Source: an optimization exercise on an open RTL-to-GDS flow (aim: small area and a short achievable clock period). Production flows keep margins and buffers that such runs may drop. Only simulation tests tie the RTL to the original design; equivalence was not proved. Power and IR drop assume default switching activity.

==> inputs of lagoon <==
==> flow/design.v <==
`timescale 1ns/1ps
`default_nettype none
package addrgen_pkg;
  typedef logic [32-1:0] addr_t;      
  typedef logic [10-1:0] cnt_t;        
  typedef logic [16-1:0] trans_t;    
  typedef logic [16-1:0] len_t;     
  typedef logic signed [16-1:0] stride_t;
  typedef logic [4-1:0] strb_t;      
  typedef enum logic [1:0] {
    RUN_IDLE = 2'd0,   
    RUN_BUSY = 2'd1,   
    RUN_DONE = 2'd2    
  } run_state_e;
endpackage
`default_nettype wire
`timescale 1ns/1ps
`default_nettype none
module addrgen_top (
  input  wire logic                 clk_i,
  input  wire logic                 rst_ni,
  input  wire logic                 start_i,
  input  wire logic                 enable_i,
  input  wire addrgen_pkg::addr_t   base_addr_i,
  input  wire addrgen_pkg::trans_t  trans_size_i,
  input  wire addrgen_pkg::len_t    line_length_i,
  input  wire addrgen_pkg::stride_t line_stride_i,
  input  wire addrgen_pkg::len_t    feat_length_i,
  input  wire addrgen_pkg::stride_t feat_stride_i,
  input  wire addrgen_pkg::len_t    feat_roll_i,
  input  wire logic                 loop_outer_i,
  output addrgen_pkg::addr_t        addr_o,
  output addrgen_pkg::strb_t        strb_o,
  output logic                      first_o,
  output logic                      last_o,
  output logic                      word_update_o,
  output logic                      line_update_o,
  output logic                      feat_update_o,
  output logic                      busy_o,
  output logic                      done_o
);
  logic mis_d, roll_zero_d;
  logic line_big_d, feat_big_d, roll_big_d;
  assign mis_d = (base_addr_i[1:0] != 2'b00) |
                 (line_stride_i[1:0] != 2'b00) |
                 (feat_stride_i[1:0] != 2'b00);
  logic line_over_d, feat_over_d, roll_over_d;
  assign line_over_d = (line_length_i[15:11] != 5'd0) |
                       (line_length_i[10] & (line_length_i[9:0] != 10'd0));
  assign feat_over_d = (feat_length_i[15:11] != 5'd0) |
                       (feat_length_i[10] & (feat_length_i[9:0] != 10'd0));
  assign roll_over_d = (feat_roll_i[15:11] != 5'd0) |
                       (feat_roll_i[10] & (feat_roll_i[9:0] != 10'd0));
  assign line_big_d  = mis_d ? (line_length_i[15:10] != 6'd0)
                             : (line_length_i == 16'd0) | line_over_d;
  assign feat_big_d  = (feat_length_i == 16'd0) | feat_over_d;
  assign roll_zero_d = (feat_roll_i == 16'd0);
  assign roll_big_d  = (roll_zero_d & ~loop_outer_i) | roll_over_d;
  logic        start_q, busy_q, done_q;
  logic [31:0] base_q;        
  logic [31:0] fstart_q;      
  logic [31:0] addr_q;        
  logic [16:0] jump_q;        
  logic        jump_done_q;   
  logic [15:0] fstride_q;
  logic [9:0]  line_len_q, feat_len_q, roll_len_q;
  logic        line_big_q, feat_big_q, roll_big_q;
  logic        outer_q;
  logic [15:0] rem_q;         
  logic [9:0]  wcnt_q;        
  logic [9:0]  lcnt_q;        
  logic [9:0]  rcnt_q;        
  logic        wlast_q;       
  logic        llast_q;       
  logic        rlast_q;       
  logic mis, first, step, count_en, feat_step;
  logic [9:0] wcnt_d, lcnt_d, rcnt_d;
  assign mis       = (base_q[1:0] != 2'b00) | (jump_q[1:0] != 2'b00) |
                     (fstride_q[1:0] != 2'b00);
  assign first     = (wcnt_q == {9'd0, ~mis});
  assign step      = enable_i & busy_q & ~start_q;
  assign count_en  = step & ~(mis & first);
  assign feat_step = step & wlast_q & llast_q;
  assign wcnt_d = (start_q | wlast_q) ? {9'd0, ~mis} : wcnt_q + 10'd1;
  assign lcnt_d = (start_q | llast_q) ? 10'd1 : lcnt_q + 10'd1;
  assign rcnt_d = (start_q | rlast_q) ? 10'd1 : rcnt_q + 10'd1;
  logic        sel_feat, use_base, add_fstride;
  logic [31:0] add_a, add_b, sum;
  assign sel_feat    = start_q | (wlast_q & llast_q);
  assign use_base    = start_q | (~outer_q & rlast_q);
  assign add_fstride = ~start_q & (outer_q ~^ rlast_q);
  assign add_a = ~sel_feat ? addr_q : (use_base ? base_q : fstart_q);
  assign add_b = ~sel_feat ? (wlast_q ? {{15{jump_q[16]}}, jump_q} : 32'd4)
                           : (add_fstride ? {{16{fstride_q[15]}}, fstride_q} : 32'd0);
  assign sum   = add_a + add_b;
  always_ff @(posedge clk_i or negedge rst_ni) begin
    if (!rst_ni) begin
      start_q <= 1'b0;
      busy_q  <= 1'b0;
      done_q  <= 1'b0;
    end else begin
      start_q <= start_i;
      if (start_q) begin
        busy_q <= (rem_q != 16'd0);
        done_q <= (rem_q == 16'd0);
      end else if (count_en && rem_q == 16'd1) begin
        busy_q <= 1'b0;
        done_q <= 1'b1;
      end
    end
  end
  always_ff @(posedge clk_i) begin
    if (start_i) begin
      base_q     <= base_addr_i;
      fstride_q  <= feat_stride_i;
      line_len_q <= line_length_i[9:0];
      line_big_q <= line_big_d;
      feat_len_q <= feat_length_i[9:0];
      feat_big_q <= feat_big_d;
      roll_len_q <= {feat_roll_i[9:1], feat_roll_i[0] | (roll_zero_d & loop_outer_i)};
      roll_big_q <= roll_big_d;
      outer_q    <= loop_outer_i;
    end
  end
  always_ff @(posedge clk_i) begin
    if (start_i) begin
      rem_q <= trans_size_i;
    end else if (count_en) begin
      rem_q <= rem_q - 16'd1;
    end
  end
  always_ff @(posedge clk_i) begin
    if (start_i) begin
      jump_q <= {line_stride_i[15], line_stride_i};
    end else if (step && !wlast_q && !jump_done_q) begin
      jump_q[16:2] <= jump_q[16:2] - 15'd1;
    end
  end
  always_ff @(posedge clk_i) begin
    if (start_q) begin
      jump_done_q <= 1'b0;
    end else if (step && wlast_q) begin
      jump_done_q <= 1'b1;
    end
  end
  always_ff @(posedge clk_i) begin
    if (start_q || step) begin
      addr_q <= sum;
    end
    if (start_q || feat_step) begin
      fstart_q <= sum;
    end
  end
  always_ff @(posedge clk_i) begin
    if (start_q || step) begin
      wcnt_q  <= wcnt_d;
      wlast_q <= ~line_big_q & (wcnt_d == line_len_q);
    end
    if (start_q || (step && wlast_q)) begin
      lcnt_q  <= lcnt_d;
      llast_q <= ~feat_big_q & (lcnt_d == feat_len_q);
    end
    if (start_q || feat_step) begin
      rcnt_q  <= rcnt_d;
      rlast_q <= ~roll_big_q & (rcnt_d == roll_len_q);
    end
  end
  logic [3:0] lead_mask;
  assign lead_mask = 4'b1111 << addr_q[1:0];
  always_comb begin
    strb_o = 4'b1111;
    if (mis) begin
      if (first)   strb_o = lead_mask;
      if (wlast_q) strb_o = ~lead_mask;
    end
  end
  assign addr_o        = {addr_q[31:2], 2'b00};
  assign first_o       = first;
  assign last_o        = wlast_q;
  assign word_update_o = step;
  assign line_update_o = step & wlast_q;
  assign feat_update_o = feat_step;
  assign busy_o        = busy_q;
  assign done_o        = done_q;
endmodule
`default_nettype wire
==> flow/run.sh <==
#!/bin/bash
# synth_recipe.tcl (not shown) runs the flow's synth.tcl, then flattens the netlist and writes it again
# the make line also repeats each setting of config.mk as NAME=value (left out here)
make -C /OpenROAD-flow-scripts/flow DESIGN_CONFIG=/design/flow/config.mk WORK_HOME=/design/flow/orfs CLKGATE_MAP_FILE= SYNTH_SCRIPT=/design/flow/synth_recipe.tcl finish
==> flow/config.mk <==
export PLATFORM = sky130hd
export DESIGN_NAME = addrgen_top
export DESIGN_NICKNAME = addrgen_top
export VERILOG_FILES = /design/flow/design.v
export SDC_FILE = /design/flow/constraint.sdc
export NUM_CORES = 4
export LEC_CHECK = 0
export ABC_CLOCK_PERIOD_IN_PS = 2500
export CAP_MARGIN = 20
export CORE_MARGIN = 2
export CORE_UTILIZATION = 60
export SETUP_SLACK_MARGIN = 2.0
export SLEW_MARGIN = 20
==> flow/constraint.sdc <==
create_clock -name core_clock -period 5.5 [get_ports {clk_i}]
set_input_delay 1.1000 -clock core_clock [delete_from_list [all_inputs] [get_ports {clk_i}]]
set_output_delay 1.1000 -clock core_clock [all_outputs]
set_load 0.01 [all_outputs]
==> inputs of amber, as changes to lagoon <==
--- a/flow/design.v
+++ b/flow/design.v
@@ -67,4 +67,6 @@
   logic        line_big_q, feat_big_q, roll_big_q;
   logic        outer_q;
+  logic        mis_q;         
+  logic        first_q;       
   logic [15:0] rem_q;         
   logic [9:0]  wcnt_q;        
@@ -76,7 +78,6 @@
   logic mis, first, step, count_en, feat_step;
   logic [9:0] wcnt_d, lcnt_d, rcnt_d;
-  assign mis       = (base_q[1:0] != 2'b00) | (jump_q[1:0] != 2'b00) |
-                     (fstride_q[1:0] != 2'b00);
-  assign first     = (wcnt_q == {9'd0, ~mis});
+  assign mis       = mis_q;
+  assign first     = first_q;
   assign step      = enable_i & busy_q & ~start_q;
   assign count_en  = step & ~(mis & first);
@@ -85,13 +86,72 @@
   assign lcnt_d = (start_q | llast_q) ? 10'd1 : lcnt_q + 10'd1;
   assign rcnt_d = (start_q | rlast_q) ? 10'd1 : rcnt_q + 10'd1;
-  logic        sel_feat, use_base, add_fstride;
+  logic        sa_addr_q, sa_fstart_q, sa_base_q;    
+  logic        sb_four_q, sb_jump_q, sb_fstride_q;   
   logic [31:0] add_a, add_b, sum;
-  assign sel_feat    = start_q | (wlast_q & llast_q);
-  assign use_base    = start_q | (~outer_q & rlast_q);
-  assign add_fstride = ~start_q & (outer_q ~^ rlast_q);
-  assign add_a = ~sel_feat ? addr_q : (use_base ? base_q : fstart_q);
-  assign add_b = ~sel_feat ? (wlast_q ? {{15{jump_q[16]}}, jump_q} : 32'd4)
-                           : (add_fstride ? {{16{fstride_q[15]}}, fstride_q} : 32'd0);
-  assign sum   = add_a + add_b;
+  assign add_a = ({32{sa_addr_q}}   & addr_q) |
+                 ({32{sa_fstart_q}} & fstart_q) |
+                 ({32{sa_base_q}}   & base_q);
+  assign add_b = ({32{sb_four_q}}    & 32'd4) |
+                 ({32{sb_jump_q}}    & {{15{jump_q[16]}}, jump_q}) |
+                 ({32{sb_fstride_q}} & {{16{fstride_q[15]}}, fstride_q});
+  logic c2_q;
+  assign sum[1:0] = add_a[1:0] + add_b[1:0];
+  logic [30:0] pg_p [0:5];
+  logic [30:0] pg_g [0:5];
+  assign pg_p[0] = {add_a[31:2] ^ add_b[31:2], 1'b0};
+  assign pg_g[0] = {add_a[31:2] & add_b[31:2], c2_q};
+  for (genvar k = 0; k < 5; k++) begin : g_lvl
+    for (genvar i = 0; i < 31; i++) begin : g_bit
+      if (((i >> k) & 1) == 1) begin : g_op
+        localparam int J = ((i >> k) << k) - 1;
+        assign pg_g[k+1][i] = pg_g[k][i] | (pg_p[k][i] & pg_g[k][J]);
+        assign pg_p[k+1][i] = pg_p[k][i] & pg_p[k][J];
+      end else begin : g_pass
+        assign pg_g[k+1][i] = pg_g[k][i];
+        assign pg_p[k+1][i] = pg_p[k][i];
+      end
+    end
+  end
+  assign sum[31:2] = pg_p[0][30:1] ^ pg_g[5][29:0];
+  logic wlast_n, llast_n, rlast_n, fend_n, base_n;
+  assign wlast_n = ~line_big_q & (wcnt_d == line_len_q);
+  assign llast_n = (start_q | wlast_q) ? (~feat_big_q & (lcnt_d == feat_len_q)) : llast_q;
+  assign rlast_n = (start_q | (wlast_q & llast_q)) ? (~roll_big_q & (rcnt_d == roll_len_q))
+                                                   : rlast_q;
+  assign fend_n  = wlast_n & llast_n;
+  assign base_n  = ~outer_q & rlast_n;
+  logic       sa_addr_m, sa_fstart_m, sa_base_m, sb_four_m, sb_jump_m, sb_fstride_m;
+  logic [1:0] fstart_lo_m, a_lo_m, b_lo_m;
+  assign sa_addr_m    = ~fend_n;
+  assign sa_fstart_m  = fend_n & ~base_n;
+  assign sa_base_m    = fend_n & base_n;
+  assign sb_four_m    = ~wlast_n;
+  assign sb_jump_m    = wlast_n & ~llast_n;
+  assign sb_fstride_m = fend_n & (outer_q ~^ rlast_n);
+  assign fstart_lo_m  = (start_q | (wlast_q & llast_q)) ? sum[1:0] : fstart_q[1:0];
+  assign a_lo_m = ({2{sa_addr_m}}   & sum[1:0]) |
+                  ({2{sa_fstart_m}} & fstart_lo_m) |
+                  ({2{sa_base_m}}   & base_q[1:0]);
+  assign b_lo_m = ({2{sb_jump_m}}    & jump_q[1:0]) |
+                  ({2{sb_fstride_m}} & fstride_q[1:0]);
+  always_ff @(posedge clk_i) begin
+    if (start_i) begin
+      sa_addr_q    <= 1'b0;
+      sa_fstart_q  <= 1'b0;
+      sa_base_q    <= 1'b1;
+      sb_four_q    <= 1'b0;
+      sb_jump_q    <= 1'b0;
+      sb_fstride_q <= 1'b0;
+      c2_q         <= 1'b0;   
+    end else if (start_q || step) begin
+      sa_addr_q    <= sa_addr_m;
+      sa_fstart_q  <= sa_fstart_m;
+      sa_base_q    <= sa_base_m;
+      sb_four_q    <= sb_four_m;
+      sb_jump_q    <= sb_jump_m;
+      sb_fstride_q <= sb_fstride_m;
+      c2_q         <= (a_lo_m[1] & b_lo_m[1]) | ((a_lo_m[1] | b_lo_m[1]) & a_lo_m[0] & b_lo_m[0]);
+    end
+  end
   always_ff @(posedge clk_i or negedge rst_ni) begin
     if (!rst_ni) begin
@@ -121,4 +181,5 @@
       roll_big_q <= roll_big_d;
       outer_q    <= loop_outer_i;
+      mis_q      <= mis_d;
     end
   end
@@ -155,13 +216,14 @@
     if (start_q || step) begin
       wcnt_q  <= wcnt_d;
-      wlast_q <= ~line_big_q & (wcnt_d == line_len_q);
+      first_q <= (wcnt_d == {9'd0, ~mis});
+      wlast_q <= wlast_n;
     end
     if (start_q || (step && wlast_q)) begin
       lcnt_q  <= lcnt_d;
-      llast_q <= ~feat_big_q & (lcnt_d == feat_len_q);
+      llast_q <= llast_n;
     end
     if (start_q || feat_step) begin
       rcnt_q  <= rcnt_d;
-      rlast_q <= ~roll_big_q & (rcnt_d == roll_len_q);
+      rlast_q <= rlast_n;
     end
   end
==> flow/flow/run.sh (new file) <==
#!/bin/bash
# standard layout with small port buffers; full output in standard.log
export BUFFER_PORTS_ARGS="-buffer_cell sky130_fd_sc_hd__buf_1"
bash standard.sh > standard.log 2>&1
==> flow/standard.sh (new file) <==
#!/bin/bash
# synth_recipe.tcl (not shown) runs the flow's synth.tcl, then flattens the netlist and writes it again
# the make line also repeats each setting of config.mk as NAME=value (left out here)
make -C /OpenROAD-flow-scripts/flow DESIGN_CONFIG=/design/flow/config.mk WORK_HOME=/design/flow/orfs CLKGATE_MAP_FILE= SYNTH_SCRIPT=/design/flow/synth_recipe.tcl "${@:-finish}"
--- a/flow/config.mk
+++ b/flow/config.mk
@@ -6,8 +6,11 @@
 export NUM_CORES = 4
 export LEC_CHECK = 0
-export ABC_CLOCK_PERIOD_IN_PS = 2500
 export CAP_MARGIN = 20
 export CORE_MARGIN = 2
 export CORE_UTILIZATION = 60
+export CTS_BUF_LIST = sky130_fd_sc_hd__clkbuf_8
+export CTS_CLUSTER_DIAMETER = 100
+export CTS_CLUSTER_SIZE = 16
+export PLACE_DENSITY = 0.8
 export SETUP_SLACK_MARGIN = 2.0
 export SLEW_MARGIN = 20
removed: flow/run.sh
==> inputs of yarrow, as changes to lagoon <==
==> flow/flow/run.sh (new file) <==
#!/bin/bash
# standard layout with small port buffers and no full/half-adder cell extraction
export BUFFER_PORTS_ARGS="-buffer_cell sky130_fd_sc_hd__buf_1"
bash standard.sh ADDER_MAP_FILE= finish > standard.log 2>&1
==> flow/standard.sh (new file) <==
#!/bin/bash
# synth_recipe.tcl (not shown) runs the flow's synth.tcl, then flattens the netlist and writes it again
# the make line also repeats each setting of config.mk as NAME=value (left out here)
make -C /OpenROAD-flow-scripts/flow DESIGN_CONFIG=/design/flow/config.mk WORK_HOME=/design/flow/orfs CLKGATE_MAP_FILE= SYNTH_SCRIPT=/design/flow/synth_recipe.tcl "${@:-finish}"
--- a/flow/config.mk
+++ b/flow/config.mk
@@ -6,8 +6,7 @@
 export NUM_CORES = 4
 export LEC_CHECK = 0
-export ABC_CLOCK_PERIOD_IN_PS = 2500
 export CAP_MARGIN = 20
 export CORE_MARGIN = 2
 export CORE_UTILIZATION = 60
-export SETUP_SLACK_MARGIN = 2.0
+export SETUP_SLACK_MARGIN = 2.8
 export SLEW_MARGIN = 20
removed: flow/run.sh
==> comparison table <==
metric                                                                          amber          lagoon          yarrow
Result of the run                                                      finished clean  finished clean  finished clean
Dpl cell area                                                               11940 µm²       13120 µm²       12320 µm²
Non-filler cells in the finished layout                                          1317            1423            1565
Metal1 wirelength                                                            9.710 mm        10.53 mm        12.63 mm
Cell area after layout                                                      12390 µm²       14460 µm²       15410 µm²
Count of buffering cells on the critical path with inverters included               2               4               2
Resized cells post-CTS                                                             11              31             152
Logic depth of the worst path, buffers included                                    13              18              13
Reg2Reg Capture Point                                                      addr_q[25]      addr_q[26]      addr_q[25]
Cell-internal power                                                          2.592 mW        3.290 mW        3.505 mW
Clock period minus final worst setup slack                                   3.289 ns        3.711 ns        3.583 ns
Peak clock frequency supported by timing                                    304.1 MHz       269.5 MHz       279.1 MHz
Max FO, Critical Path                                                               8               6               7
Number of ordinary inverters in the final layout                                   59              15              11
Met2 Wirelength                                                              10.98 mm        11.64 mm        15.84 mm
Final clock period utilization by the worst path                               59.80%          67.47%          65.14%
Clock network share of area                                                    2.606%          4.939%          5.393%
Inst Count DP                                                                    1278            1331            1392

==> static timing again, ports no longer ideal <==
No port has a modelled driver above. Below, the same layouts with a new extraction and two added sets of constraints.
Step 1 assumes that a clkbuf_16 drives the clock port and a buf_2 every other input.
Step 2 times the ports against the registers' clock, not the clock port: input delays grow and output delays shrink by t, the midpoint of the rising clock arrivals with the driver on.
Three values: no drivers, after step 1, after step 2; two values: the first two.
run	t (ns)	setup slack, ns	cell pins on the clock port's net
lagoon	0.555	1.789 / 1.789 / 1.789	1
amber	0.551	2.211 / 2.211 / 2.211	1
yarrow	0.566	1.917 / 1.917 / 1.917	1
After both steps every run listed still meets setup and hold.
